This is an optimization exercise on Yosys and OpenROAD, whose aim is a short achievable clock period and few clock cycles per item, not a production implementation.
Where RTL was checked, it was by simulation tests only, not by an equivalence proof against the original.
For run 2, only the layout was checked, not whether the RTL still works.

==> flow/design.v, too long to show whole: its modules and the start of the top module <==
// module booth_mul_top: 1835 lines
module booth_mul_top (
    input  logic        clk,
    input  logic        rst,
    input  logic        start,
    input  logic [1:0]  mode,
    input  logic [31:0] a,
    input  logic [31:0] b,
    output logic [63:0] product,
    output logic        done,
    output logic        ready
);
  // ...
==> flow/run.sh <==
#!/bin/bash
# synth_recipe.tcl (not shown) runs the flow's synth.tcl, then flattens the netlist and writes it again
# the make line also repeats each setting of config.mk as NAME=value (left out here)
make -C /OpenROAD-flow-scripts/flow DESIGN_CONFIG=/design/flow/config.mk WORK_HOME=/design/flow/orfs CLKGATE_MAP_FILE= SYNTH_SCRIPT=/design/flow/synth_recipe.tcl finish
==> flow/config.mk <==
export PLATFORM = sky130hd
export DESIGN_NAME = booth_mul_top
export DESIGN_NICKNAME = booth_mul_top
export VERILOG_FILES = /design/flow/design.v
export SDC_FILE = /design/flow/constraint.sdc
export NUM_CORES = 4
export LEC_CHECK = 0
export ABC_CLOCK_PERIOD_IN_PS = 4500
export CAP_MARGIN = 20
export CORE_MARGIN = 5
export CORE_UTILIZATION = 40
export SETUP_SLACK_MARGIN = 4.5
export SLEW_MARGIN = 20
==> flow/constraint.sdc <==
create_clock -name core_clock -period 9.0 [get_ports {clk}]
set_input_delay 1.8000 -clock core_clock [delete_from_list [all_inputs] [get_ports {clk}]]
set_output_delay 1.8000 -clock core_clock [all_outputs]
set_load 0.01 [all_outputs]
==> impl_metrics.py, run 1 <==
metrics = {
    "run_status": {
        "status": "no timing/DRC/antenna violations",
    },
    "setup_path": {
        "cp.arrival_ps": 5790,
        "crit_start": "b[17]",
        "cp_cell_sequence": "buf_16, buf_16, buf_6, buf_6, buf_16, clkbuf_4, a211oi_2, o22ai_2, fa_2, inv_4, fa_1, inv_1, fa_2, inv_2, fa_2, fa_2",
        "slowest_stage": "fa_2",
        "critPathLaunchType": "input pin",
        "path_delay_family": "adder cells",
        "crit_path_end": "pipe_q[108]$_DFF_P_",
    },
    "sta": {
        "worst_pin_slew_ps": 831.5,
        "max-slew-margin-rel": 0.4424,
    },
    "synth": {
        "synth-main-ff-cell": "dfxtp_1",
        "synth_top_area_cell": "fa_1",
        "synth_compound_area_frac": 0.3004,
        "syn_avg_cell_area_um2": 7.054,
        "ys_types": 80,
        "synthesis.nets": 6023,
        "yosys.area_share.simple": 0.1518,
    },
    "cells_and_area": {
        "utilization": 0.5951,
        "num-nonclk-buffers": 895,
        "largest_reg_flops": 127,
        "seq_area_frac": 0.04672,
        "nets": 6283,
        "regMostFlops": "pipe_q",
        "seq_area_mm2": 0.002603,
    },
    "drt": {
        "wl_met3_mm": 40.97,
        "drtIter0Drc": 9781,
    },
    "cts": {
        "root_buffer": "clkbuf_16",
        "htree_levels": 4,
        "clock-sinks": 128,
        "cts_tree": "built",
    },
    "global_route": {
        "grt_max_degree": 62,
        "use_met2": 0.5190,
    },
    "floorplan": {
        "fp.dieW_um": 317.7,
        "die_area_mm2": 0.1010,
        "die_h_um": 317.7,
        "coreArea_mm2": 0.09361,
    },
    "place": {
        "io_buffers": 133,
    },
    "worst_hold_path": {
        "hold_path_class": "input pin to flip-flop",
    },
}
Testbench counts, summed over its fixed seeds: cycles 3,208, items 3,200.
==> run 2: changes to the inputs <==
--- a/flow/design.v
+++ b/flow/design.v
@@ -6,17 +6,17 @@
     input  logic [31:0] a,
     input  logic [31:0] b,
     output logic [63:0] product,
     output logic        done,
     output logic        ready
 );
     wire ae = a[31] & ~mode[0];
     wire be = b[31] & ~mode[0] & ~mode[1];
-    logic [126:0] pipe_d, pipe_q;
+    logic [223:0] pipe_d, pipe_q;
     wire one0 = b[0];
     wire two0 = (b[1] & ~b[0]);
     wire neg0 = b[1];
     wire pp0_0 = (((one0 & a[0])) ^ neg0);
     wire pp0_1 = (((one0 & a[1]) | (two0 & a[0])) ^ neg0);
     wire pp0_2 = (((one0 & a[2]) | (two0 & a[1])) ^ neg0);
     wire pp0_3 = (((one0 & a[3]) | (two0 & a[2])) ^ neg0);
     wire pp0_4 = (((one0 & a[4]) | (two0 & a[3])) ^ neg0);
@@ -1316,78 +1316,40 @@
     wire s675 = s421 ^ s423 ^ s425;
     wire c676 = (s421 & s423) | (s421 & s425) | (s423 & s425);
     wire s677 = c422 ^ c424 ^ s427;
     wire c678 = (c422 & c424) | (c422 & s427) | (c424 & s427);
     wire s679 = s429 ^ c426 ^ s431;
     wire c680 = (s429 & c426) | (s429 & s431) | (c426 & s431);
     wire s681 = c428 ^ c430 ^ s433;
     wire c682 = (c428 & c430) | (c428 & s433) | (c430 & s433);
-    wire s683 = s435 ^ c432 ^ s437;
-    wire c684 = (s435 & c432) | (s435 & s437) | (c432 & s437);
     wire s685 = c434 ^ c436 ^ s439;
     wire c686 = (c434 & c436) | (c434 & s439) | (c436 & s439);
-    wire s687 = s441 ^ c438 ^ s443;
-    wire c688 = (s441 & c438) | (s441 & s443) | (c438 & s443);
     wire s689 = c440 ^ c442 ^ s445;
     wire c690 = (c440 & c442) | (c440 & s445) | (c442 & s445);
-    wire s691 = s447 ^ c444 ^ s449;
-    wire c692 = (s447 & c444) | (s447 & s449) | (c444 & s449);
     wire s693 = c446 ^ s451 ^ c448;
     wire c694 = (c446 & s451) | (c446 & c448) | (s451 & c448);
-    wire s695 = s453 ^ c450 ^ s455;
-    wire c696 = (s453 & c450) | (s453 & s455) | (c450 & s455);
     wire s697 = c452 ^ s457 ^ c454;
     wire c698 = (c452 & s457) | (c452 & c454) | (s457 & c454);
-    wire s699 = s459 ^ c456 ^ s461;
-    wire c700 = (s459 & c456) | (s459 & s461) | (c456 & s461);
     wire s701 = c458 ^ s463 ^ c460;
     wire c702 = (c458 & s463) | (c458 & c460) | (s463 & c460);
-    wire s703 = s465 ^ c462 ^ s467;
-    wire c704 = (s465 & c462) | (s465 & s467) | (c462 & s467);
     wire s705 = c464 ^ s469 ^ c466;
     wire c706 = (c464 & s469) | (c464 & c466) | (s469 & c466);
-    wire s707 = c468 ^ s471 ^ s473;
-    wire c708 = (c468 & s471) | (c468 & s473) | (s471 & s473);
-    wire s709 = c470 ^ s475 ^ c472;
-    wire c710 = (c470 & s475) | (c470 & c472) | (s475 & c472);
-    wire s711 = c474 ^ s477 ^ s479;
-    wire c712 = (c474 & s477) | (c474 & s479) | (s477 & s479);
-    wire s713 = c476 ^ s481 ^ c478;
-    wire c714 = (c476 & s481) | (c476 & c478) | (s481 & c478);
-    wire s715 = c480 ^ s483 ^ s485;
-    wire c716 = (c480 & s483) | (c480 & s485) | (s483 & s485);
-    wire s717 = c482 ^ s487 ^ c484;
-    wire c718 = (c482 & s487) | (c482 & c484) | (s487 & c484);
-    wire s719 = s489 ^ c486 ^ s491;
-    wire c720 = (s489 & c486) | (s489 & s491) | (c486 & s491);
     wire s721 = c488 ^ s493 ^ c490;
     wire c722 = (c488 & s493) | (c488 & c490) | (s493 & c490);
-    wire s723 = s495 ^ c492 ^ s497;
-    wire c724 = (s495 & c492) | (s495 & s497) | (c492 & s497);
     wire s725 = c494 ^ s499 ^ c496;
     wire c726 = (c494 & s499) | (c494 & c496) | (s499 & c496);
-    wire s727 = s501 ^ c498 ^ s503;
-    wire c728 = (s501 & c498) | (s501 & s503) | (c498 & s503);
     wire s729 = c500 ^ s505 ^ s507;
     wire c730 = (c500 & s505) | (c500 & s507) | (s505 & s507);
-    wire s731 = c502 ^ c504 ^ s509;
-    wire c732 = (c502 & c504) | (c502 & s509) | (c504 & s509);
     wire s733 = c506 ^ s511 ^ s513;
     wire c734 = (c506 & s511) | (c506 & s513) | (s511 & s513);
-    wire s735 = c508 ^ c510 ^ s515;
-    wire c736 = (c508 & c510) | (c508 & s515) | (c510 & s515);
     wire s737 = c512 ^ c514 ^ s517;
     wire c738 = (c512 & c514) | (c512 & s517) | (c514 & s517);
-    wire s739 = s519 ^ c516 ^ s521;
-    wire c740 = (s519 & c516) | (s519 & s521) | (c516 & s521);
     wire s741 = c518 ^ c520 ^ s523;
     wire c742 = (c518 & c520) | (c518 & s523) | (c520 & s523);
-    wire s743 = s525 ^ c522 ^ s527;
-    wire c744 = (s525 & c522) | (s525 & s527) | (c522 & s527);
     wire s745 = c524 ^ c526 ^ s529;
     wire c746 = (c524 & c526) | (c524 & s529) | (c526 & s529);
     wire s747 = s531 ^ s533 ^ c528;
     wire c748 = (s531 & s533) | (s531 & c528) | (s533 & c528);
     wire s749 = c530 ^ c532 ^ s535;
     wire c750 = (c530 & c532) | (c530 & s535) | (c532 & s535);
     wire s751 = s537 ^ s539 ^ c534;
     wire c752 = (s537 & s539) | (s537 & c534) | (s539 & c534);
@@ -1476,82 +1438,16 @@
     wire s835 = c630 ^ c632 ^ s633;
     wire c836 = (c630 & c632) | (c630 & s633) | (c632 & s633);
     wire s837 = c634 ^ c636 ^ s637;
     wire c838 = (c634 & c636) | (c634 & s637) | (c636 & s637);
     wire s839 = c638 ^ s641 ^ c640;
     wire c840 = (c638 & s641) | (c638 & c640) | (s641 & c640);
     wire s841 = c642 ^ s645 ^ c644;
     wire c842 = (c642 & s645) | (c642 & c644) | (s645 & c644);
-    wire s843 = c646 ^ s649 ^ c648;
-    wire c844 = (c646 & s649) | (c646 & c648) | (s649 & c648);
-    wire s845 = c650 ^ s653 ^ c652;
-    wire c846 = (c650 & s653) | (c650 & c652) | (s653 & c652);
-    wire s847 = c654 ^ s657 ^ c656;
-    wire c848 = (c654 & s657) | (c654 & c656) | (s657 & c656);
-    wire s849 = c658 ^ s661 ^ c660;
-    wire c850 = (c658 & s661) | (c658 & c660) | (s661 & c660);
-    wire s851 = c662 ^ s665 ^ c664;
-    wire c852 = (c662 & s665) | (c662 & c664) | (s665 & c664);
-    wire s853 = c666 ^ c668 ^ s669;
-    wire c854 = (c666 & c668) | (c666 & s669) | (c668 & s669);
-    wire s855 = c670 ^ c672 ^ s673;
-    wire c856 = (c670 & c672) | (c670 & s673) | (c672 & s673);
-    wire s857 = c674 ^ s677 ^ c676;
-    wire c858 = (c674 & s677) | (c674 & c676) | (s677 & c676);
-    wire s859 = c678 ^ s681 ^ c680;
-    wire c860 = (c678 & s681) | (c678 & c680) | (s681 & c680);
-    wire s861 = c682 ^ s685 ^ c684;
-    wire c862 = (c682 & s685) | (c682 & c684) | (s685 & c684);
-    wire s863 = c686 ^ s689 ^ c688;
-    wire c864 = (c686 & s689) | (c686 & c688) | (s689 & c688);
-    wire s865 = c690 ^ s693 ^ c692;
-    wire c866 = (c690 & s693) | (c690 & c692) | (s693 & c692);
-    wire s867 = c694 ^ s697 ^ c696;
-    wire c868 = (c694 & s697) | (c694 & c696) | (s697 & c696);
-    wire s869 = c698 ^ s701 ^ c700;
-    wire c870 = (c698 & s701) | (c698 & c700) | (s701 & c700);
-    wire s871 = c702 ^ s705 ^ c704;
-    wire c872 = (c702 & s705) | (c702 & c704) | (s705 & c704);
-    wire s873 = c706 ^ s709 ^ c708;
-    wire c874 = (c706 & s709) | (c706 & c708) | (s709 & c708);
-    wire s875 = c710 ^ s713 ^ c712;
-    wire c876 = (c710 & s713) | (c710 & c712) | (s713 & c712);
-    wire s877 = c714 ^ s717 ^ c716;
-    wire c878 = (c714 & s717) | (c714 & c716) | (s717 & c716);
-    wire s879 = c718 ^ s721 ^ c720;
-    wire c880 = (c718 & s721) | (c718 & c720) | (s721 & c720);
-    wire s881 = c722 ^ s725 ^ c724;
-    wire c882 = (c722 & s725) | (c722 & c724) | (s725 & c724);
-    wire s883 = c726 ^ s729 ^ c728;
-    wire c884 = (c726 & s729) | (c726 & c728) | (s729 & c728);
-    wire s885 = s733 ^ c730 ^ c732;
-    wire c886 = (s733 & c730) | (s733 & c732) | (c730 & c732);
-    wire s887 = c734 ^ s737 ^ c736;
-    wire c888 = (c734 & s737) | (c734 & c736) | (s737 & c736);
-    wire s889 = c738 ^ s741 ^ c740;
-    wire c890 = (c738 & s741) | (c738 & c740) | (s741 & c740);
-    wire s891 = c742 ^ s745 ^ c744;
-    wire c892 = (c742 & s745) | (c742 & c744) | (s745 & c744);
-    wire s893 = c746 ^ s749 ^ s751;
-    wire c894 = (c746 & s749) | (c746 & s751) | (s749 & s751);
-    wire s895 = c750 ^ s753 ^ s755;
-    wire c896 = (c750 & s753) | (c750 & s755) | (s753 & s755);
-    wire s897 = c754 ^ s757 ^ c756;
-    wire c898 = (c754 & s757) | (c754 & c756) | (s757 & c756);
-    wire s899 = c758 ^ s761 ^ c760;
-    wire c900 = (c758 & s761) | (c758 & c760) | (s761 & c760);
-    wire s901 = c762 ^ s765 ^ c764;
-    wire c902 = (c762 & s765) | (c762 & c764) | (s765 & c764);
-    wire s903 = s769 ^ c766 ^ c768;
-    wire c904 = (s769 & c766) | (s769 & c768) | (c766 & c768);
-    wire s905 = c770 ^ s773 ^ c772;
-    wire c906 = (c770 & s773) | (c770 & c772) | (s773 & c772);
-    wire s907 = c774 ^ s777 ^ c776;
-    wire c908 = (c774 & s777) | (c774 & c776) | (s777 & c776);
     wire s909 = c778 ^ s781 ^ s783;
     wire c910 = (c778 & s781) | (c778 & s783) | (s781 & s783);
     wire s911 = c782 ^ s785 ^ s787;
     wire c912 = (c782 & s785) | (c782 & s787) | (s785 & s787);
     wire s913 = s789 ^ c786 ^ c788;
     wire c914 = (s789 & c786) | (s789 & c788) | (c786 & c788);
     wire s915 = s793 ^ c790 ^ c792;
     wire c916 = (s793 & c790) | (s793 & c792) | (c790 & c792);
@@ -1586,44 +1482,384 @@
     wire s945 = s609 ^ c822 ^ s823;
     wire c946 = (s609 & c822) | (s609 & s823) | (c822 & s823);
     wire s947 = s615 ^ c824 ^ s825;
     wire c948 = (s615 & c824) | (s615 & s825) | (c824 & s825);
     wire s949 = s619 ^ c826 ^ s827;
     wire c950 = (s619 & c826) | (s619 & s827) | (c826 & s827);
     wire s951 = s623 ^ c828 ^ s829;
     wire c952 = (s623 & c828) | (s623 & s829) | (c828 & s829);
-    wire s953 = s627 ^ c830 ^ s831;
-    wire c954 = (s627 & c830) | (s627 & s831) | (c830 & s831);
-    wire s955 = s631 ^ c832 ^ s833;
-    wire c956 = (s631 & c832) | (s631 & s833) | (c832 & s833);
-    wire s957 = s635 ^ c834 ^ s835;
-    wire c958 = (s635 & c834) | (s635 & s835) | (c834 & s835);
-    wire s959 = s639 ^ c836 ^ s837;
-    wire c960 = (s639 & c836) | (s639 & s837) | (c836 & s837);
-    wire s961 = s643 ^ c838 ^ s839;
-    wire c962 = (s643 & c838) | (s643 & s839) | (c838 & s839);
-    wire s963 = s647 ^ c840 ^ s841;
-    wire c964 = (s647 & c840) | (s647 & s841) | (c840 & s841);
-    wire s965 = s651 ^ c842 ^ s843;
-    wire c966 = (s651 & c842) | (s651 & s843) | (c842 & s843);
-    wire s967 = s655 ^ c844 ^ s845;
-    wire c968 = (s655 & c844) | (s655 & s845) | (c844 & s845);
-    wire s969 = s659 ^ c846 ^ s847;
-    wire c970 = (s659 & c846) | (s659 & s847) | (c846 & s847);
-    wire s971 = s663 ^ c848 ^ s849;
-    wire c972 = (s663 & c848) | (s663 & s849) | (c848 & s849);
-    wire s973 = s667 ^ c850 ^ s851;
-    wire c974 = (s667 & c850) | (s667 & s851) | (c850 & s851);
-    wire s975 = s671 ^ c852 ^ s853;
-    wire c976 = (s671 & c852) | (s671 & s853) | (c852 & s853);
-    wire s977 = s675 ^ c854 ^ s855;
-    wire c978 = (s675 & c854) | (s675 & s855) | (c854 & s855);
-    wire s979 = s679 ^ c856 ^ s857;
-    wire c980 = (s679 & c856) | (s679 & s857) | (c856 & s857);
+    wire s1043 = c804 ^ s921 ^ c920;
+    wire c1044 = (c804 & s921) | (c804 & c920) | (s921 & c920);
+    wire s1045 = s809 ^ c922 ^ s923;
+    wire c1046 = (s809 & c922) | (s809 & s923) | (c922 & s923);
+    wire s1047 = c810 ^ s925 ^ c924;
+    wire c1048 = (c810 & s925) | (c810 & c924) | (s925 & c924);
+    wire s1049 = c812 ^ s927 ^ c926;
+    wire c1050 = (c812 & s927) | (c812 & c926) | (s927 & c926);
+    wire s1051 = pp16_30 ^ s929 ^ c928;
+    wire c1052 = (pp16_30 & s929) | (pp16_30 & c928) | (s929 & c928);
+    wire s1053 = pp15_33 ^ pp16_31 ^ c930;
+    wire c1054 = (pp15_33 & pp16_31) | (pp15_33 & c930) | (pp16_31 & c930);
+    assign pipe_d[0] = c432;
+    assign pipe_d[1] = c438;
+    assign pipe_d[2] = c444;
+    assign pipe_d[3] = c450;
+    assign pipe_d[4] = c456;
+    assign pipe_d[5] = c462;
+    assign pipe_d[6] = c468;
+    assign pipe_d[7] = c470;
+    assign pipe_d[8] = c472;
+    assign pipe_d[9] = c474;
+    assign pipe_d[10] = c476;
+    assign pipe_d[11] = c478;
+    assign pipe_d[12] = c480;
+    assign pipe_d[13] = c482;
+    assign pipe_d[14] = c484;
+    assign pipe_d[15] = c486;
+    assign pipe_d[16] = c492;
+    assign pipe_d[17] = c498;
+    assign pipe_d[18] = c502;
+    assign pipe_d[19] = c504;
+    assign pipe_d[20] = c508;
+    assign pipe_d[21] = c510;
+    assign pipe_d[22] = c516;
+    assign pipe_d[23] = c522;
+    assign pipe_d[24] = c646;
+    assign pipe_d[25] = c648;
+    assign pipe_d[26] = c650;
+    assign pipe_d[27] = c652;
+    assign pipe_d[28] = c654;
+    assign pipe_d[29] = c656;
+    assign pipe_d[30] = c658;
+    assign pipe_d[31] = c660;
+    assign pipe_d[32] = c662;
+    assign pipe_d[33] = c664;
+    assign pipe_d[34] = c666;
+    assign pipe_d[35] = c668;
+    assign pipe_d[36] = c670;
+    assign pipe_d[37] = c672;
+    assign pipe_d[38] = c674;
+    assign pipe_d[39] = c676;
+    assign pipe_d[40] = c678;
+    assign pipe_d[41] = c680;
+    assign pipe_d[42] = c682;
+    assign pipe_d[43] = c686;
+    assign pipe_d[44] = c690;
+    assign pipe_d[45] = c694;
+    assign pipe_d[46] = c698;
+    assign pipe_d[47] = c702;
+    assign pipe_d[48] = c706;
+    assign pipe_d[49] = c722;
+    assign pipe_d[50] = c726;
+    assign pipe_d[51] = c730;
+    assign pipe_d[52] = c734;
+    assign pipe_d[53] = c738;
+    assign pipe_d[54] = c742;
+    assign pipe_d[55] = c746;
+    assign pipe_d[56] = c748;
+    assign pipe_d[57] = c750;
+    assign pipe_d[58] = c752;
+    assign pipe_d[59] = c754;
+    assign pipe_d[60] = c756;
+    assign pipe_d[61] = c758;
+    assign pipe_d[62] = c760;
+    assign pipe_d[63] = c762;
+    assign pipe_d[64] = c764;
+    assign pipe_d[65] = c766;
+    assign pipe_d[66] = c768;
+    assign pipe_d[67] = c770;
+    assign pipe_d[68] = c772;
+    assign pipe_d[69] = c774;
+    assign pipe_d[70] = c776;
+    assign pipe_d[71] = c780;
+    assign pipe_d[72] = c784;
+    assign pipe_d[73] = c800;
+    assign pipe_d[74] = c830;
+    assign pipe_d[75] = c832;
+    assign pipe_d[76] = c834;
+    assign pipe_d[77] = c836;
+    assign pipe_d[78] = c838;
+    assign pipe_d[79] = c840;
+    assign pipe_d[80] = c842;
+    assign pipe_d[81] = c910;
+    assign pipe_d[82] = c912;
+    assign pipe_d[83] = c914;
+    assign pipe_d[84] = c916;
+    assign pipe_d[85] = c918;
+    assign pipe_d[86] = c932;
+    assign pipe_d[87] = c934;
+    assign pipe_d[88] = c936;
+    assign pipe_d[89] = c938;
+    assign pipe_d[90] = c940;
+    assign pipe_d[91] = c942;
+    assign pipe_d[92] = c944;
+    assign pipe_d[93] = c946;
+    assign pipe_d[94] = c948;
+    assign pipe_d[95] = c950;
+    assign pipe_d[96] = c952;
+    assign pipe_d[97] = neg0;
+    assign pipe_d[98] = s435;
+    assign pipe_d[99] = s437;
+    assign pipe_d[100] = s441;
+    assign pipe_d[101] = s443;
+    assign pipe_d[102] = s447;
+    assign pipe_d[103] = s449;
+    assign pipe_d[104] = s453;
+    assign pipe_d[105] = s455;
+    assign pipe_d[106] = s459;
+    assign pipe_d[107] = s461;
+    assign pipe_d[108] = s465;
+    assign pipe_d[109] = s467;
+    assign pipe_d[110] = s471;
+    assign pipe_d[111] = s473;
+    assign pipe_d[112] = s475;
+    assign pipe_d[113] = s477;
+    assign pipe_d[114] = s479;
+    assign pipe_d[115] = s481;
+    assign pipe_d[116] = s483;
+    assign pipe_d[117] = s485;
+    assign pipe_d[118] = s487;
+    assign pipe_d[119] = s489;
+    assign pipe_d[120] = s491;
+    assign pipe_d[121] = s495;
+    assign pipe_d[122] = s497;
+    assign pipe_d[123] = s501;
+    assign pipe_d[124] = s503;
+    assign pipe_d[125] = s509;
+    assign pipe_d[126] = s515;
+    assign pipe_d[127] = s519;
+    assign pipe_d[128] = s521;
+    assign pipe_d[129] = s525;
+    assign pipe_d[130] = s527;
+    assign pipe_d[131] = s627;
+    assign pipe_d[132] = s631;
+    assign pipe_d[133] = s635;
+    assign pipe_d[134] = s639;
+    assign pipe_d[135] = s643;
+    assign pipe_d[136] = s647;
+    assign pipe_d[137] = s649;
+    assign pipe_d[138] = s651;
+    assign pipe_d[139] = s653;
+    assign pipe_d[140] = s655;
+    assign pipe_d[141] = s657;
+    assign pipe_d[142] = s659;
+    assign pipe_d[143] = s661;
+    assign pipe_d[144] = s663;
+    assign pipe_d[145] = s665;
+    assign pipe_d[146] = s667;
+    assign pipe_d[147] = s669;
+    assign pipe_d[148] = s671;
+    assign pipe_d[149] = s673;
+    assign pipe_d[150] = s675;
+    assign pipe_d[151] = s677;
+    assign pipe_d[152] = s679;
+    assign pipe_d[153] = s681;
+    assign pipe_d[154] = s685;
+    assign pipe_d[155] = s689;
+    assign pipe_d[156] = s693;
+    assign pipe_d[157] = s697;
+    assign pipe_d[158] = s701;
+    assign pipe_d[159] = s705;
+    assign pipe_d[160] = s721;
+    assign pipe_d[161] = s725;
+    assign pipe_d[162] = s729;
+    assign pipe_d[163] = s733;
+    assign pipe_d[164] = s737;
+    assign pipe_d[165] = s741;
+    assign pipe_d[166] = s745;
+    assign pipe_d[167] = s747;
+    assign pipe_d[168] = s749;
+    assign pipe_d[169] = s751;
+    assign pipe_d[170] = s753;
+    assign pipe_d[171] = s755;
+    assign pipe_d[172] = s757;
+    assign pipe_d[173] = s759;
+    assign pipe_d[174] = s761;
+    assign pipe_d[175] = s763;
+    assign pipe_d[176] = s765;
+    assign pipe_d[177] = s767;
+    assign pipe_d[178] = s769;
+    assign pipe_d[179] = s771;
+    assign pipe_d[180] = s773;
+    assign pipe_d[181] = s775;
+    assign pipe_d[182] = s777;
+    assign pipe_d[183] = s779;
+    assign pipe_d[184] = s791;
+    assign pipe_d[185] = s795;
+    assign pipe_d[186] = s799;
+    assign pipe_d[187] = s831;
+    assign pipe_d[188] = s833;
+    assign pipe_d[189] = s835;
+    assign pipe_d[190] = s837;
+    assign pipe_d[191] = s839;
+    assign pipe_d[192] = s841;
+    assign pipe_d[193] = s909;
+    assign pipe_d[194] = s911;
+    assign pipe_d[195] = s913;
+    assign pipe_d[196] = s915;
+    assign pipe_d[197] = s917;
+    assign pipe_d[198] = s919;
+    assign pipe_d[199] = s931;
+    assign pipe_d[200] = s933;
+    assign pipe_d[201] = s935;
+    assign pipe_d[202] = s937;
+    assign pipe_d[203] = s939;
+    assign pipe_d[204] = s941;
+    assign pipe_d[205] = s943;
+    assign pipe_d[206] = s945;
+    assign pipe_d[207] = s947;
+    assign pipe_d[208] = s949;
+    assign pipe_d[209] = s951;
+    assign pipe_d[210] = c1044;
+    assign pipe_d[211] = c1046;
+    assign pipe_d[212] = c1048;
+    assign pipe_d[213] = c1050;
+    assign pipe_d[214] = c1052;
+    assign pipe_d[215] = pp0_0;
+    assign pipe_d[216] = pp0_1;
+    assign pipe_d[217] = pp1_0;
+    assign pipe_d[218] = s1043;
+    assign pipe_d[219] = s1045;
+    assign pipe_d[220] = s1047;
+    assign pipe_d[221] = s1049;
+    assign pipe_d[222] = s1051;
+    assign pipe_d[223] = s1053;
+    wire s683 = pipe_q[98] ^ pipe_q[0] ^ pipe_q[99];
+    wire c684 = (pipe_q[98] & pipe_q[0]) | (pipe_q[98] & pipe_q[99]) | (pipe_q[0] & pipe_q[99]);
+    wire s687 = pipe_q[100] ^ pipe_q[1] ^ pipe_q[101];
+    wire c688 = (pipe_q[100] & pipe_q[1]) | (pipe_q[100] & pipe_q[101]) | (pipe_q[1] & pipe_q[101]);
+    wire s691 = pipe_q[102] ^ pipe_q[2] ^ pipe_q[103];
+    wire c692 = (pipe_q[102] & pipe_q[2]) | (pipe_q[102] & pipe_q[103]) | (pipe_q[2] & pipe_q[103]);
+    wire s695 = pipe_q[104] ^ pipe_q[3] ^ pipe_q[105];
+    wire c696 = (pipe_q[104] & pipe_q[3]) | (pipe_q[104] & pipe_q[105]) | (pipe_q[3] & pipe_q[105]);
+    wire s699 = pipe_q[106] ^ pipe_q[4] ^ pipe_q[107];
+    wire c700 = (pipe_q[106] & pipe_q[4]) | (pipe_q[106] & pipe_q[107]) | (pipe_q[4] & pipe_q[107]);
+    wire s703 = pipe_q[108] ^ pipe_q[5] ^ pipe_q[109];
+    wire c704 = (pipe_q[108] & pipe_q[5]) | (pipe_q[108] & pipe_q[109]) | (pipe_q[5] & pipe_q[109]);
+    wire s707 = pipe_q[6] ^ pipe_q[110] ^ pipe_q[111];
+    wire c708 = (pipe_q[6] & pipe_q[110]) | (pipe_q[6] & pipe_q[111]) | (pipe_q[110] & pipe_q[111]);
+    wire s709 = pipe_q[7] ^ pipe_q[112] ^ pipe_q[8];
+    wire c710 = (pipe_q[7] & pipe_q[112]) | (pipe_q[7] & pipe_q[8]) | (pipe_q[112] & pipe_q[8]);
+    wire s711 = pipe_q[9] ^ pipe_q[113] ^ pipe_q[114];
+    wire c712 = (pipe_q[9] & pipe_q[113]) | (pipe_q[9] & pipe_q[114]) | (pipe_q[113] & pipe_q[114]);
+    wire s713 = pipe_q[10] ^ pipe_q[115] ^ pipe_q[11];
+    wire c714 = (pipe_q[10] & pipe_q[115]) | (pipe_q[10] & pipe_q[11]) | (pipe_q[115] & pipe_q[11]);
+    wire s715 = pipe_q[12] ^ pipe_q[116] ^ pipe_q[117];
+    wire c716 = (pipe_q[12] & pipe_q[116]) | (pipe_q[12] & pipe_q[117]) | (pipe_q[116] & pipe_q[117]);
+    wire s717 = pipe_q[13] ^ pipe_q[118] ^ pipe_q[14];
+    wire c718 = (pipe_q[13] & pipe_q[118]) | (pipe_q[13] & pipe_q[14]) | (pipe_q[118] & pipe_q[14]);
+    wire s719 = pipe_q[119] ^ pipe_q[15] ^ pipe_q[120];
+    wire c720 = (pipe_q[119] & pipe_q[15]) | (pipe_q[119] & pipe_q[120]) | (pipe_q[15] & pipe_q[120]);
+    wire s723 = pipe_q[121] ^ pipe_q[16] ^ pipe_q[122];
+    wire c724 = (pipe_q[121] & pipe_q[16]) | (pipe_q[121] & pipe_q[122]) | (pipe_q[16] & pipe_q[122]);
+    wire s727 = pipe_q[123] ^ pipe_q[17] ^ pipe_q[124];
+    wire c728 = (pipe_q[123] & pipe_q[17]) | (pipe_q[123] & pipe_q[124]) | (pipe_q[17] & pipe_q[124]);
+    wire s731 = pipe_q[18] ^ pipe_q[19] ^ pipe_q[125];
+    wire c732 = (pipe_q[18] & pipe_q[19]) | (pipe_q[18] & pipe_q[125]) | (pipe_q[19] & pipe_q[125]);
+    wire s735 = pipe_q[20] ^ pipe_q[21] ^ pipe_q[126];
+    wire c736 = (pipe_q[20] & pipe_q[21]) | (pipe_q[20] & pipe_q[126]) | (pipe_q[21] & pipe_q[126]);
+    wire s739 = pipe_q[127] ^ pipe_q[22] ^ pipe_q[128];
+    wire c740 = (pipe_q[127] & pipe_q[22]) | (pipe_q[127] & pipe_q[128]) | (pipe_q[22] & pipe_q[128]);
+    wire s743 = pipe_q[129] ^ pipe_q[23] ^ pipe_q[130];
+    wire c744 = (pipe_q[129] & pipe_q[23]) | (pipe_q[129] & pipe_q[130]) | (pipe_q[23] & pipe_q[130]);
+    wire s843 = pipe_q[24] ^ pipe_q[137] ^ pipe_q[25];
+    wire c844 = (pipe_q[24] & pipe_q[137]) | (pipe_q[24] & pipe_q[25]) | (pipe_q[137] & pipe_q[25]);
+    wire s845 = pipe_q[26] ^ pipe_q[139] ^ pipe_q[27];
+    wire c846 = (pipe_q[26] & pipe_q[139]) | (pipe_q[26] & pipe_q[27]) | (pipe_q[139] & pipe_q[27]);
+    wire s847 = pipe_q[28] ^ pipe_q[141] ^ pipe_q[29];
+    wire c848 = (pipe_q[28] & pipe_q[141]) | (pipe_q[28] & pipe_q[29]) | (pipe_q[141] & pipe_q[29]);
+    wire s849 = pipe_q[30] ^ pipe_q[143] ^ pipe_q[31];
+    wire c850 = (pipe_q[30] & pipe_q[143]) | (pipe_q[30] & pipe_q[31]) | (pipe_q[143] & pipe_q[31]);
+    wire s851 = pipe_q[32] ^ pipe_q[145] ^ pipe_q[33];
+    wire c852 = (pipe_q[32] & pipe_q[145]) | (pipe_q[32] & pipe_q[33]) | (pipe_q[145] & pipe_q[33]);
+    wire s853 = pipe_q[34] ^ pipe_q[35] ^ pipe_q[147];
+    wire c854 = (pipe_q[34] & pipe_q[35]) | (pipe_q[34] & pipe_q[147]) | (pipe_q[35] & pipe_q[147]);
+    wire s855 = pipe_q[36] ^ pipe_q[37] ^ pipe_q[149];
+    wire c856 = (pipe_q[36] & pipe_q[37]) | (pipe_q[36] & pipe_q[149]) | (pipe_q[37] & pipe_q[149]);
+    wire s857 = pipe_q[38] ^ pipe_q[151] ^ pipe_q[39];
+    wire c858 = (pipe_q[38] & pipe_q[151]) | (pipe_q[38] & pipe_q[39]) | (pipe_q[151] & pipe_q[39]);
+    wire s859 = pipe_q[40] ^ pipe_q[153] ^ pipe_q[41];
+    wire c860 = (pipe_q[40] & pipe_q[153]) | (pipe_q[40] & pipe_q[41]) | (pipe_q[153] & pipe_q[41]);
+    wire s861 = pipe_q[42] ^ pipe_q[154] ^ c684;
+    wire c862 = (pipe_q[42] & pipe_q[154]) | (pipe_q[42] & c684) | (pipe_q[154] & c684);
+    wire s863 = pipe_q[43] ^ pipe_q[155] ^ c688;
+    wire c864 = (pipe_q[43] & pipe_q[155]) | (pipe_q[43] & c688) | (pipe_q[155] & c688);
+    wire s865 = pipe_q[44] ^ pipe_q[156] ^ c692;
+    wire c866 = (pipe_q[44] & pipe_q[156]) | (pipe_q[44] & c692) | (pipe_q[156] & c692);
+    wire s867 = pipe_q[45] ^ pipe_q[157] ^ c696;
+    wire c868 = (pipe_q[45] & pipe_q[157]) | (pipe_q[45] & c696) | (pipe_q[157] & c696);
+    wire s869 = pipe_q[46] ^ pipe_q[158] ^ c700;
+    wire c870 = (pipe_q[46] & pipe_q[158]) | (pipe_q[46] & c700) | (pipe_q[158] & c700);
+    wire s871 = pipe_q[47] ^ pipe_q[159] ^ c704;
+    wire c872 = (pipe_q[47] & pipe_q[159]) | (pipe_q[47] & c704) | (pipe_q[159] & c704);
+    wire s873 = pipe_q[48] ^ s709 ^ c708;
+    wire c874 = (pipe_q[48] & s709) | (pipe_q[48] & c708) | (s709 & c708);
+    wire s875 = c710 ^ s713 ^ c712;
+    wire c876 = (c710 & s713) | (c710 & c712) | (s713 & c712);
+    wire s877 = c714 ^ s717 ^ c716;
+    wire c878 = (c714 & s717) | (c714 & c716) | (s717 & c716);
+    wire s879 = c718 ^ pipe_q[160] ^ c720;
+    wire c880 = (c718 & pipe_q[160]) | (c718 & c720) | (pipe_q[160] & c720);
+    wire s881 = pipe_q[49] ^ pipe_q[161] ^ c724;
+    wire c882 = (pipe_q[49] & pipe_q[161]) | (pipe_q[49] & c724) | (pipe_q[161] & c724);
+    wire s883 = pipe_q[50] ^ pipe_q[162] ^ c728;
+    wire c884 = (pipe_q[50] & pipe_q[162]) | (pipe_q[50] & c728) | (pipe_q[162] & c728);
+    wire s885 = pipe_q[163] ^ pipe_q[51] ^ c732;
+    wire c886 = (pipe_q[163] & pipe_q[51]) | (pipe_q[163] & c732) | (pipe_q[51] & c732);
+    wire s887 = pipe_q[52] ^ pipe_q[164] ^ c736;
+    wire c888 = (pipe_q[52] & pipe_q[164]) | (pipe_q[52] & c736) | (pipe_q[164] & c736);
+    wire s889 = pipe_q[53] ^ pipe_q[165] ^ c740;
+    wire c890 = (pipe_q[53] & pipe_q[165]) | (pipe_q[53] & c740) | (pipe_q[165] & c740);
+    wire s891 = pipe_q[54] ^ pipe_q[166] ^ c744;
+    wire c892 = (pipe_q[54] & pipe_q[166]) | (pipe_q[54] & c744) | (pipe_q[166] & c744);
+    wire s893 = pipe_q[55] ^ pipe_q[168] ^ pipe_q[169];
+    wire c894 = (pipe_q[55] & pipe_q[168]) | (pipe_q[55] & pipe_q[169]) | (pipe_q[168] & pipe_q[169]);
+    wire s895 = pipe_q[57] ^ pipe_q[170] ^ pipe_q[171];
+    wire c896 = (pipe_q[57] & pipe_q[170]) | (pipe_q[57] & pipe_q[171]) | (pipe_q[170] & pipe_q[171]);
+    wire s897 = pipe_q[59] ^ pipe_q[172] ^ pipe_q[60];
+    wire c898 = (pipe_q[59] & pipe_q[172]) | (pipe_q[59] & pipe_q[60]) | (pipe_q[172] & pipe_q[60]);
+    wire s899 = pipe_q[61] ^ pipe_q[174] ^ pipe_q[62];
+    wire c900 = (pipe_q[61] & pipe_q[174]) | (pipe_q[61] & pipe_q[62]) | (pipe_q[174] & pipe_q[62]);
+    wire s901 = pipe_q[63] ^ pipe_q[176] ^ pipe_q[64];
+    wire c902 = (pipe_q[63] & pipe_q[176]) | (pipe_q[63] & pipe_q[64]) | (pipe_q[176] & pipe_q[64]);
+    wire s903 = pipe_q[178] ^ pipe_q[65] ^ pipe_q[66];
+    wire c904 = (pipe_q[178] & pipe_q[65]) | (pipe_q[178] & pipe_q[66]) | (pipe_q[65] & pipe_q[66]);
+    wire s905 = pipe_q[67] ^ pipe_q[180] ^ pipe_q[68];
+    wire c906 = (pipe_q[67] & pipe_q[180]) | (pipe_q[67] & pipe_q[68]) | (pipe_q[180] & pipe_q[68]);
+    wire s907 = pipe_q[69] ^ pipe_q[182] ^ pipe_q[70];
+    wire c908 = (pipe_q[69] & pipe_q[182]) | (pipe_q[69] & pipe_q[70]) | (pipe_q[182] & pipe_q[70]);
+    wire s953 = pipe_q[131] ^ pipe_q[74] ^ pipe_q[187];
+    wire c954 = (pipe_q[131] & pipe_q[74]) | (pipe_q[131] & pipe_q[187]) | (pipe_q[74] & pipe_q[187]);
+    wire s955 = pipe_q[132] ^ pipe_q[75] ^ pipe_q[188];
+    wire c956 = (pipe_q[132] & pipe_q[75]) | (pipe_q[132] & pipe_q[188]) | (pipe_q[75] & pipe_q[188]);
+    wire s957 = pipe_q[133] ^ pipe_q[76] ^ pipe_q[189];
+    wire c958 = (pipe_q[133] & pipe_q[76]) | (pipe_q[133] & pipe_q[189]) | (pipe_q[76] & pipe_q[189]);
+    wire s959 = pipe_q[134] ^ pipe_q[77] ^ pipe_q[190];
+    wire c960 = (pipe_q[134] & pipe_q[77]) | (pipe_q[134] & pipe_q[190]) | (pipe_q[77] & pipe_q[190]);
+    wire s961 = pipe_q[135] ^ pipe_q[78] ^ pipe_q[191];
+    wire c962 = (pipe_q[135] & pipe_q[78]) | (pipe_q[135] & pipe_q[191]) | (pipe_q[78] & pipe_q[191]);
+    wire s963 = pipe_q[136] ^ pipe_q[79] ^ pipe_q[192];
+    wire c964 = (pipe_q[136] & pipe_q[79]) | (pipe_q[136] & pipe_q[192]) | (pipe_q[79] & pipe_q[192]);
+    wire s965 = pipe_q[138] ^ pipe_q[80] ^ s843;
+    wire c966 = (pipe_q[138] & pipe_q[80]) | (pipe_q[138] & s843) | (pipe_q[80] & s843);
+    wire s967 = pipe_q[140] ^ c844 ^ s845;
+    wire c968 = (pipe_q[140] & c844) | (pipe_q[140] & s845) | (c844 & s845);
+    wire s969 = pipe_q[142] ^ c846 ^ s847;
+    wire c970 = (pipe_q[142] & c846) | (pipe_q[142] & s847) | (c846 & s847);
+    wire s971 = pipe_q[144] ^ c848 ^ s849;
+    wire c972 = (pipe_q[144] & c848) | (pipe_q[144] & s849) | (c848 & s849);
+    wire s973 = pipe_q[146] ^ c850 ^ s851;
+    wire c974 = (pipe_q[146] & c850) | (pipe_q[146] & s851) | (c850 & s851);
+    wire s975 = pipe_q[148] ^ c852 ^ s853;
+    wire c976 = (pipe_q[148] & c852) | (pipe_q[148] & s853) | (c852 & s853);
+    wire s977 = pipe_q[150] ^ c854 ^ s855;
+    wire c978 = (pipe_q[150] & c854) | (pipe_q[150] & s855) | (c854 & s855);
+    wire s979 = pipe_q[152] ^ c856 ^ s857;
+    wire c980 = (pipe_q[152] & c856) | (pipe_q[152] & s857) | (c856 & s857);
     wire s981 = s683 ^ c858 ^ s859;
     wire c982 = (s683 & c858) | (s683 & s859) | (c858 & s859);
     wire s983 = s687 ^ c860 ^ s861;
     wire c984 = (s687 & c860) | (s687 & s861) | (c860 & s861);
     wire s985 = s691 ^ c862 ^ s863;
     wire c986 = (s691 & c862) | (s691 & s863) | (c862 & s863);
     wire s987 = s695 ^ c864 ^ s865;
     wire c988 = (s695 & c864) | (s695 & s865) | (c864 & s865);
@@ -1646,187 +1882,48 @@
     wire s1005 = s731 ^ c882 ^ s883;
     wire c1006 = (s731 & c882) | (s731 & s883) | (c882 & s883);
     wire s1007 = s735 ^ c884 ^ s885;
     wire c1008 = (s735 & c884) | (s735 & s885) | (c884 & s885);
     wire s1009 = s739 ^ c886 ^ s887;
     wire c1010 = (s739 & c886) | (s739 & s887) | (c886 & s887);
     wire s1011 = s743 ^ c888 ^ s889;
     wire c1012 = (s743 & c888) | (s743 & s889) | (c888 & s889);
-    wire s1013 = s747 ^ c890 ^ s891;
-    wire c1014 = (s747 & c890) | (s747 & s891) | (c890 & s891);
-    wire s1015 = c748 ^ s893 ^ c892;
-    wire c1016 = (c748 & s893) | (c748 & c892) | (s893 & c892);
-    wire s1017 = c752 ^ s895 ^ c894;
-    wire c1018 = (c752 & s895) | (c752 & c894) | (s895 & c894);
-    wire s1019 = s759 ^ c896 ^ s897;
-    wire c1020 = (s759 & c896) | (s759 & s897) | (c896 & s897);
-    wire s1021 = s763 ^ c898 ^ s899;
-    wire c1022 = (s763 & c898) | (s763 & s899) | (c898 & s899);
-    wire s1023 = s767 ^ c900 ^ s901;
-    wire c1024 = (s767 & c900) | (s767 & s901) | (c900 & s901);
-    wire s1025 = s771 ^ c902 ^ s903;
-    wire c1026 = (s771 & c902) | (s771 & s903) | (c902 & s903);
-    wire s1027 = s775 ^ c904 ^ s905;
-    wire c1028 = (s775 & c904) | (s775 & s905) | (c904 & s905);
-    wire s1029 = s779 ^ c906 ^ s907;
-    wire c1030 = (s779 & c906) | (s779 & s907) | (c906 & s907);
-    wire s1031 = c780 ^ s909 ^ c908;
-    wire c1032 = (c780 & s909) | (c780 & c908) | (s909 & c908);
-    wire s1033 = c784 ^ s911 ^ c910;
-    wire c1034 = (c784 & s911) | (c784 & c910) | (s911 & c910);
-    wire s1035 = s791 ^ c912 ^ s913;
-    wire c1036 = (s791 & c912) | (s791 & s913) | (c912 & s913);
-    wire s1037 = s795 ^ c914 ^ s915;
-    wire c1038 = (s795 & c914) | (s795 & s915) | (c914 & s915);
-    wire s1039 = s799 ^ c916 ^ s917;
-    wire c1040 = (s799 & c916) | (s799 & s917) | (c916 & s917);
-    wire s1041 = c800 ^ s919 ^ c918;
-    wire c1042 = (c800 & s919) | (c800 & c918) | (s919 & c918);
-    wire s1043 = c804 ^ s921 ^ c920;
-    wire c1044 = (c804 & s921) | (c804 & c920) | (s921 & c920);
-    wire s1045 = s809 ^ c922 ^ s923;
-    wire c1046 = (s809 & c922) | (s809 & s923) | (c922 & s923);
-    wire s1047 = c810 ^ s925 ^ c924;
-    wire c1048 = (c810 & s925) | (c810 & c924) | (s925 & c924);
-    wire s1049 = c812 ^ s927 ^ c926;
-    wire c1050 = (c812 & s927) | (c812 & c926) | (s927 & c926);
-    wire s1051 = pp16_30 ^ s929 ^ c928;
-    wire c1052 = (pp16_30 & s929) | (pp16_30 & c928) | (s929 & c928);
-    wire s1053 = pp15_33 ^ pp16_31 ^ c930;
-    wire c1054 = (pp15_33 & pp16_31) | (pp15_33 & c930) | (pp16_31 & c930);
-    assign pipe_d[0] = c932;
-    assign pipe_d[1] = c934;
-    assign pipe_d[2] = c936;
-    assign pipe_d[3] = c938;
-    assign pipe_d[4] = c940;
-    assign pipe_d[5] = c942;
-    assign pipe_d[6] = c944;
-    assign pipe_d[7] = c946;
-    assign pipe_d[8] = c948;
-    assign pipe_d[9] = c950;
-    assign pipe_d[10] = c952;
-    assign pipe_d[11] = c954;
-    assign pipe_d[12] = c956;
-    assign pipe_d[13] = c958;
-    assign pipe_d[14] = c960;
-    assign pipe_d[15] = c962;
-    assign pipe_d[16] = c964;
-    assign pipe_d[17] = c966;
-    assign pipe_d[18] = c968;
-    assign pipe_d[19] = c970;
-    assign pipe_d[20] = c972;
-    assign pipe_d[21] = c974;
-    assign pipe_d[22] = c976;
-    assign pipe_d[23] = c978;
-    assign pipe_d[24] = c980;
-    assign pipe_d[25] = c982;
-    assign pipe_d[26] = c984;
-    assign pipe_d[27] = c986;
-    assign pipe_d[28] = c988;
-    assign pipe_d[29] = c990;
-    assign pipe_d[30] = c992;
-    assign pipe_d[31] = c994;
-    assign pipe_d[32] = c996;
-    assign pipe_d[33] = c998;
-    assign pipe_d[34] = neg0;
-    assign pipe_d[35] = s931;
-    assign pipe_d[36] = s933;
-    assign pipe_d[37] = s935;
-    assign pipe_d[38] = s937;
-    assign pipe_d[39] = s939;
-    assign pipe_d[40] = s941;
-    assign pipe_d[41] = s943;
-    assign pipe_d[42] = s945;
-    assign pipe_d[43] = s947;
-    assign pipe_d[44] = s949;
-    assign pipe_d[45] = s951;
-    assign pipe_d[46] = s953;
-    assign pipe_d[47] = s955;
-    assign pipe_d[48] = s957;
-    assign pipe_d[49] = s959;
-    assign pipe_d[50] = s961;
-    assign pipe_d[51] = s963;
-    assign pipe_d[52] = s965;
-    assign pipe_d[53] = s967;
-    assign pipe_d[54] = s969;
-    assign pipe_d[55] = s971;
-    assign pipe_d[56] = s973;
-    assign pipe_d[57] = s975;
-    assign pipe_d[58] = s977;
-    assign pipe_d[59] = s979;
-    assign pipe_d[60] = s981;
-    assign pipe_d[61] = s983;
-    assign pipe_d[62] = s985;
-    assign pipe_d[63] = s987;
-    assign pipe_d[64] = s989;
-    assign pipe_d[65] = s991;
-    assign pipe_d[66] = s993;
-    assign pipe_d[67] = s995;
-    assign pipe_d[68] = s997;
-    assign pipe_d[69] = s999;
-    assign pipe_d[70] = c1000;
-    assign pipe_d[71] = c1002;
-    assign pipe_d[72] = c1004;
-    assign pipe_d[73] = c1006;
-    assign pipe_d[74] = c1008;
-    assign pipe_d[75] = c1010;
-    assign pipe_d[76] = c1012;
-    assign pipe_d[77] = c1014;
-    assign pipe_d[78] = c1016;
-    assign pipe_d[79] = c1018;
-    assign pipe_d[80] = c1020;
-    assign pipe_d[81] = c1022;
-    assign pipe_d[82] = c1024;
-    assign pipe_d[83] = c1026;
-    assign pipe_d[84] = c1028;
-    assign pipe_d[85] = c1030;
-    assign pipe_d[86] = c1032;
-    assign pipe_d[87] = c1034;
-    assign pipe_d[88] = c1036;
-    assign pipe_d[89] = c1038;
-    assign pipe_d[90] = c1040;
-    assign pipe_d[91] = c1042;
-    assign pipe_d[92] = c1044;
-    assign pipe_d[93] = c1046;
-    assign pipe_d[94] = c1048;
-    assign pipe_d[95] = c1050;
-    assign pipe_d[96] = c1052;
-    assign pipe_d[97] = pp0_0;
-    assign pipe_d[98] = pp0_1;
-    assign pipe_d[99] = pp1_0;
-    assign pipe_d[100] = s1001;
-    assign pipe_d[101] = s1003;
-    assign pipe_d[102] = s1005;
-    assign pipe_d[103] = s1007;
-    assign pipe_d[104] = s1009;
-    assign pipe_d[105] = s1011;
-    assign pipe_d[106] = s1013;
-    assign pipe_d[107] = s1015;
-    assign pipe_d[108] = s1017;
-    assign pipe_d[109] = s1019;
-    assign pipe_d[110] = s1021;
-    assign pipe_d[111] = s1023;
-    assign pipe_d[112] = s1025;
-    assign pipe_d[113] = s1027;
-    assign pipe_d[114] = s1029;
-    assign pipe_d[115] = s1031;
-    assign pipe_d[116] = s1033;
-    assign pipe_d[117] = s1035;
-    assign pipe_d[118] = s1037;
-    assign pipe_d[119] = s1039;
-    assign pipe_d[120] = s1041;
-    assign pipe_d[121] = s1043;
-    assign pipe_d[122] = s1045;
-    assign pipe_d[123] = s1047;
-    assign pipe_d[124] = s1049;
-    assign pipe_d[125] = s1051;
-    assign pipe_d[126] = s1053;
-    wire [63:0] sum_a = {pipe_q[96], pipe_q[95], pipe_q[94], pipe_q[93], pipe_q[92], pipe_q[91], pipe_q[90], pipe_q[89], pipe_q[88], pipe_q[87], pipe_q[86], pipe_q[85], pipe_q[84], pipe_q[83], pipe_q[82], pipe_q[81], pipe_q[80], pipe_q[79], pipe_q[78], pipe_q[77], pipe_q[76], pipe_q[75], pipe_q[74], pipe_q[73], pipe_q[72], pipe_q[71], pipe_q[70], pipe_q[33], pipe_q[32], pipe_q[31], pipe_q[30], pipe_q[29], pipe_q[28], pipe_q[27], pipe_q[26], pipe_q[25], pipe_q[24], pipe_q[23], pipe_q[22], pipe_q[21], pipe_q[20], pipe_q[19], pipe_q[18], pipe_q[17], pipe_q[16], pipe_q[15], pipe_q[14], pipe_q[13], pipe_q[12], pipe_q[11], pipe_q[10], pipe_q[9], pipe_q[8], pipe_q[7], pipe_q[6], pipe_q[5], pipe_q[4], pipe_q[3], pipe_q[2], pipe_q[1], pipe_q[0], pipe_q[35], pipe_q[98], pipe_q[34]};
-    wire [63:0] sum_b = {pipe_q[126], pipe_q[125], pipe_q[124], pipe_q[123], pipe_q[122], pipe_q[121], pipe_q[120], pipe_q[119], pipe_q[118], pipe_q[117], pipe_q[116], pipe_q[115], pipe_q[114], pipe_q[113], pipe_q[112], pipe_q[111], pipe_q[110], pipe_q[109], pipe_q[108], pipe_q[107], pipe_q[106], pipe_q[105], pipe_q[104], pipe_q[103], pipe_q[102], pipe_q[101], pipe_q[100], pipe_q[69], pipe_q[68], pipe_q[67], pipe_q[66], pipe_q[65], pipe_q[64], pipe_q[63], pipe_q[62], pipe_q[61], pipe_q[60], pipe_q[59], pipe_q[58], pipe_q[57], pipe_q[56], pipe_q[55], pipe_q[54], pipe_q[53], pipe_q[52], pipe_q[51], pipe_q[50], pipe_q[49], pipe_q[48], pipe_q[47], pipe_q[46], pipe_q[45], pipe_q[44], pipe_q[43], pipe_q[42], pipe_q[41], pipe_q[40], pipe_q[39], pipe_q[38], pipe_q[37], pipe_q[36], pipe_q[99], 1'b0, pipe_q[97]};
+    wire s1013 = pipe_q[167] ^ c890 ^ s891;
+    wire c1014 = (pipe_q[167] & c890) | (pipe_q[167] & s891) | (c890 & s891);
+    wire s1015 = pipe_q[56] ^ s893 ^ c892;
+    wire c1016 = (pipe_q[56] & s893) | (pipe_q[56] & c892) | (s893 & c892);
+    wire s1017 = pipe_q[58] ^ s895 ^ c894;
+    wire c1018 = (pipe_q[58] & s895) | (pipe_q[58] & c894) | (s895 & c894);
+    wire s1019 = pipe_q[173] ^ c896 ^ s897;
+    wire c1020 = (pipe_q[173] & c896) | (pipe_q[173] & s897) | (c896 & s897);
+    wire s1021 = pipe_q[175] ^ c898 ^ s899;
+    wire c1022 = (pipe_q[175] & c898) | (pipe_q[175] & s899) | (c898 & s899);
+    wire s1023 = pipe_q[177] ^ c900 ^ s901;
+    wire c1024 = (pipe_q[177] & c900) | (pipe_q[177] & s901) | (c900 & s901);
+    wire s1025 = pipe_q[179] ^ c902 ^ s903;
+    wire c1026 = (pipe_q[179] & c902) | (pipe_q[179] & s903) | (c902 & s903);
+    wire s1027 = pipe_q[181] ^ c904 ^ s905;
+    wire c1028 = (pipe_q[181] & c904) | (pipe_q[181] & s905) | (c904 & s905);
+    wire s1029 = pipe_q[183] ^ c906 ^ s907;
+    wire c1030 = (pipe_q[183] & c906) | (pipe_q[183] & s907) | (c906 & s907);
+    wire s1031 = pipe_q[71] ^ pipe_q[193] ^ c908;
+    wire c1032 = (pipe_q[71] & pipe_q[193]) | (pipe_q[71] & c908) | (pipe_q[193] & c908);
+    wire s1033 = pipe_q[72] ^ pipe_q[194] ^ pipe_q[81];
+    wire c1034 = (pipe_q[72] & pipe_q[194]) | (pipe_q[72] & pipe_q[81]) | (pipe_q[194] & pipe_q[81]);
+    wire s1035 = pipe_q[184] ^ pipe_q[82] ^ pipe_q[195];
+    wire c1036 = (pipe_q[184] & pipe_q[82]) | (pipe_q[184] & pipe_q[195]) | (pipe_q[82] & pipe_q[195]);
+    wire s1037 = pipe_q[185] ^ pipe_q[83] ^ pipe_q[196];
+    wire c1038 = (pipe_q[185] & pipe_q[83]) | (pipe_q[185] & pipe_q[196]) | (pipe_q[83] & pipe_q[196]);
+    wire s1039 = pipe_q[186] ^ pipe_q[84] ^ pipe_q[197];
+    wire c1040 = (pipe_q[186] & pipe_q[84]) | (pipe_q[186] & pipe_q[197]) | (pipe_q[84] & pipe_q[197]);
+    wire s1041 = pipe_q[73] ^ pipe_q[198] ^ pipe_q[85];
+    wire c1042 = (pipe_q[73] & pipe_q[198]) | (pipe_q[73] & pipe_q[85]) | (pipe_q[198] & pipe_q[85]);
+    wire [63:0] sum_a = {pipe_q[214], pipe_q[213], pipe_q[212], pipe_q[211], pipe_q[210], c1042, c1040, c1038, c1036, c1034, c1032, c1030, c1028, c1026, c1024, c1022, c1020, c1018, c1016, c1014, c1012, c1010, c1008, c1006, c1004, c1002, c1000, c998, c996, c994, c992, c990, c988, c986, c984, c982, c980, c978, c976, c974, c972, c970, c968, c966, c964, c962, c960, c958, c956, c954, pipe_q[96], pipe_q[95], pipe_q[94], pipe_q[93], pipe_q[92], pipe_q[91], pipe_q[90], pipe_q[89], pipe_q[88], pipe_q[87], pipe_q[86], pipe_q[199], pipe_q[216], pipe_q[97]};
+    wire [63:0] sum_b = {pipe_q[223], pipe_q[222], pipe_q[221], pipe_q[220], pipe_q[219], pipe_q[218], s1041, s1039, s1037, s1035, s1033, s1031, s1029, s1027, s1025, s1023, s1021, s1019, s1017, s1015, s1013, s1011, s1009, s1007, s1005, s1003, s1001, s999, s997, s995, s993, s991, s989, s987, s985, s983, s981, s979, s977, s975, s973, s971, s969, s967, s965, s963, s961, s959, s957, s955, s953, pipe_q[209], pipe_q[208], pipe_q[207], pipe_q[206], pipe_q[205], pipe_q[204], pipe_q[203], pipe_q[202], pipe_q[201], pipe_q[200], pipe_q[217], 1'b0, pipe_q[215]};
     assign product = sum_a + sum_b;
     assign ready = 1'b1;
     always_ff @(posedge clk) begin
         if (rst)
             done <= 1'b0;
         else
             done <= start;
     end
==> impl_metrics.py, run 2 <==
metrics = {
    "run_status": {
        "status": "no timing/DRC/antenna violations",
    },
    "synth": {
        "yosys.area_share.simple": 0.1347,
        "synth_warnings": 1,
        "yosysMostFrequentCell": "a21oi_1",
        "synthesis.nets": 6556,
        "synth_top_family_by_area": "compound AO/OA/AOI/OAI gates",
        "synthAdderAreaFrac": 0.2958,
        "synth_edf_count": 0,
        "synth_common_cells": "735 x a21oi_1, 582 x clkbuf_1, 558 x nand2_1",
        "netlist_top_cells_area": "fa_1 22%, dfxtp_1 11%, a21oi_1 8.7%",
        "synthXorXnorAreaFrac": 0.02492,
        "syn_avg_cell_area_um2": 7.203,
        "synth_compound_area_frac": 0.3198,
        "synth-seq-area-share": 0.1059,
        "synth_area_mm2": 0.04252,
        "synth-seq-cells": 225,
        "synthArstFlopShare": 0,
        "synthMuxAreaShare": 0.002648,
        "synth_top_cell_area_share": 0.2208,
        "synthesis.instances": 5903,
        "ys_types": 79,
        "synth-main-ff-cell": "dfxtp_1",
        "synth_top_area_cell": "fa_1",
    },
    "drt": {
        "drc": 0,
        "vias": 44750,
        "wl_per_cell_um": 25.72,
        "totalWireLength_mm": 179.7,
        "avgViaCountPerCell": 6.404,
        "ant_nets": 0,
        "firstDrtPassIters": 9,
        "drtIter0Drc": 6200,
    },
    "sta": {
        "fin_tns_setup_ps": 0,
        "worst_pin_slew_ps": 1088,
        "finalSetupViolations": 0,
        "post-route-min-period_ps": 6374,
        "drv_slew": 0,
        "finalCritPeriodShare": 0.7083,
        "fin_ws_ps": 2626,
        "hold_viol_final": 0,
        "fmax_ghz": 0.1569,
        "max-slew-margin-rel": 0.2747,
        "rsz0062_at_grt": "yes",
    },
    "cts": {
        "clock-sinks": 225,
        "cts_hold_buf": 0,
        "clk_pin_slew_ps": 70,
        "numCtsBuffers": 26,
        "root_buffer": "clkbuf_16",
        "htree_levels": 1,
        "ctsLongestPathBuffers": 3,
        "cts_tree": "built",
    },
    "setup_path": {
        "slowest_stage": "fa_1",
        "end_kind": "primary output",
        "cp.arrival_ps": 4570,
        "cp.depth": 14,
        "timing.critical_path.buf_inv": 3,
        "path_delay_family": "adder cells",
        "critPathMaxFanout": 5,
        "cpPeakStageDelay_ps": 510,
        "worst-setup-path-type": "flip-flop to primary output",
        "cp.required_ps": 7200,
        "cp_cell_sequence": "inv_2, fa_2, fa_1, fa_1, inv_2, ha_4, and4_4, a211oi_4, a22oi_4, nor4_4, nor3_2, or4b_1, o211a_1, buf_2",
        "critPathLaunchType": "flip-flop",
    },
    "cells_and_area": {
        "largestRegisters": "pipe_q: 224 flops, done: 1 flops",
        "largest_reg_flops": 224,
        "syn2layout_area_growth_pct": 14.01,
        "multi_input_area_mm2": 0.03494,
        "n_fill_cell": 10380,
        "drive_above_1_share": 0.1321,
        "layout_commonest_cell": "a21oi_1",
        "nets": 6227,
        "regMostFlops": "pipe_q",
        "seq_area_mm2": 0.004519,
        "final_cells": 6987,
        "layout_common_cells": "696 x a21oi_1, 541 x nand2_1, 534 x inv_1",
    },
    "global_route": {
        "grt_pass1_vias": 39140,
        "antenna_found_initial": 9,
        "grt_pass1_wl_mm": 257.7,
        "grt_usage": 0.2938,
        "grt_max_degree": 126,
        "gr-total-overflow": 0,
    },
    "worst_hold_path": {
        "hold_depth": 4,
        "hold_path_class": "input pin to flip-flop",
    },
    "floorplan": {
        "pin_count": 135,
        "rows": 119,
        "die_h_um": 336.0,
        "die_area_mm2": 0.1129,
        "fp.dieW_um": 336.0,
        "coreArea_mm2": 0.1054,
        "start_util": 0.4034,
    },
    "place": {
        "dpl.cell_count": 6798,
        "dp_hpwl_mm": 119.5,
        "io_buffers": 133,
        "gp_congestion": 0.9138,
        "place_worst_setup_slack_ps": 2574,
    },
    "job": {
        "maxCapViolCount": 0,
    },
}
-- run 2: changes by cell type after synthesis, sizes merged, moves of 47 or more --
cell / change
a22oi: -90
a21oi: +192
o31ai: +47
a211oi: +104
dfxtp: +97
a221oi: -60
nor2: +126
o22ai: +98
nand2: -171
o311a: +73
-- run 2: layout make-up --
class                           instances  area share
Sequential cell                       225     0.09322
Clock buffer                           28     0.01378
Multi-Input combinational cell       4373      0.7207
Inverter                              563     0.04470
Timing Repair Buffer                  384     0.08644
Tap cell                             1391     0.03590
Clock inverter                         20    0.005033
Antenna cell                            2   0.0001032
Timing Repair inverter                  1   0.0001032
-- run 2: cell families (layout without fill, tap and decap cells) --
group                    after synthesis  in the layout
buffers and inverters               1310            996
AND/OR/NAND/NOR                     1338           1343
flip-flops                           225            225
adder cells (fa/ha/maj)              759            759
AO/OA/AOI/OAI                       2138           2138
XOR/XNOR                             121            121
other                                  1              3
multiplexers                          11             11
-- run 2: per-stage QoR --
| stage | utilization | instance area (um^2) | hold WS (ps) |
|---|---|---|---|
| after global routing | 0.4598 | 48480 | 1667 |
| after detailed placement | 0.4169 | 43950 | 2234 |
| after global placement | 0.4169 | 43950 | 2238 |
| after CTS | 0.4462 | 47030 | 1547 |
| final | 0.4599 | 48480 | 1656 |
| after floorplan | - | 43430 | 1828 |
-- run 2: worst paths after layout --
check | from | end
max | pipe_q[99]$_DFF_P_ | product[62]
min | b[2] | pipe_q[217]$_DFF_P_
-- run 2: repair_timing --
item                       4_1_cts  5_1_grt
resized for setup              581      222
setup buffers                   80       32
pin swaps                       97       68
gates cloned                    10       17
setup endpoints to repair      249      135
-- run 2: tightest hold or removal path, cell delays in order --
cell and delay, ps:
buf_2 140, xor2_1 110, nand2_1 90, xnor2_1 60
-- run 2: per-layer routing --
layer,vias up,track usage,wire length (um)
met5,-,0,48
met4,10,0.09476,7937
met3,426,0.07291,24750
met2,2947,0.4187,73450
met1,21550,0.4348,73550
li1,19820,-,-

-- re-timing with driven ports --
The results above use ideal ports. As a check the final layouts listed here were re-extracted and re-timed, cells and wires unchanged.
Step 1 sets driving cells, clkbuf_16 on the clock port and buf_2 on the other inputs (assumed; they add their load-dependent delay and slew).
Step 2 times the ports against the registers' clock, not the clock port: input delays grow and output delays shrink by t, the midpoint of the rising clock arrivals with the driver on.
a / b / c = ideal / step 1 / step 2; a / b = the first two.
| run | shift t [ns] | setup slack, ns | hold WS [ns] | worst register clock-pin slew, ns | pins driven straight from the clock port |
|---|---|---|---|---|---|
| run 1 | 0.564 | 3.570 / 3.432 / 2.868 | 1.496 / 1.462 / 2.026 | 0.08 / 0.08 | 1 |
| run 2 | 0.657 | 2.626 / 2.558 / 3.214 | 1.656 / 1.636 / 2.292 | 0.08 / 0.08 | 1 |
After both steps every run listed still meets setup and hold. For run 1, which loses most, drivers alone change the setup slack by -0.138 ns; drivers and shift together by -0.702 ns.
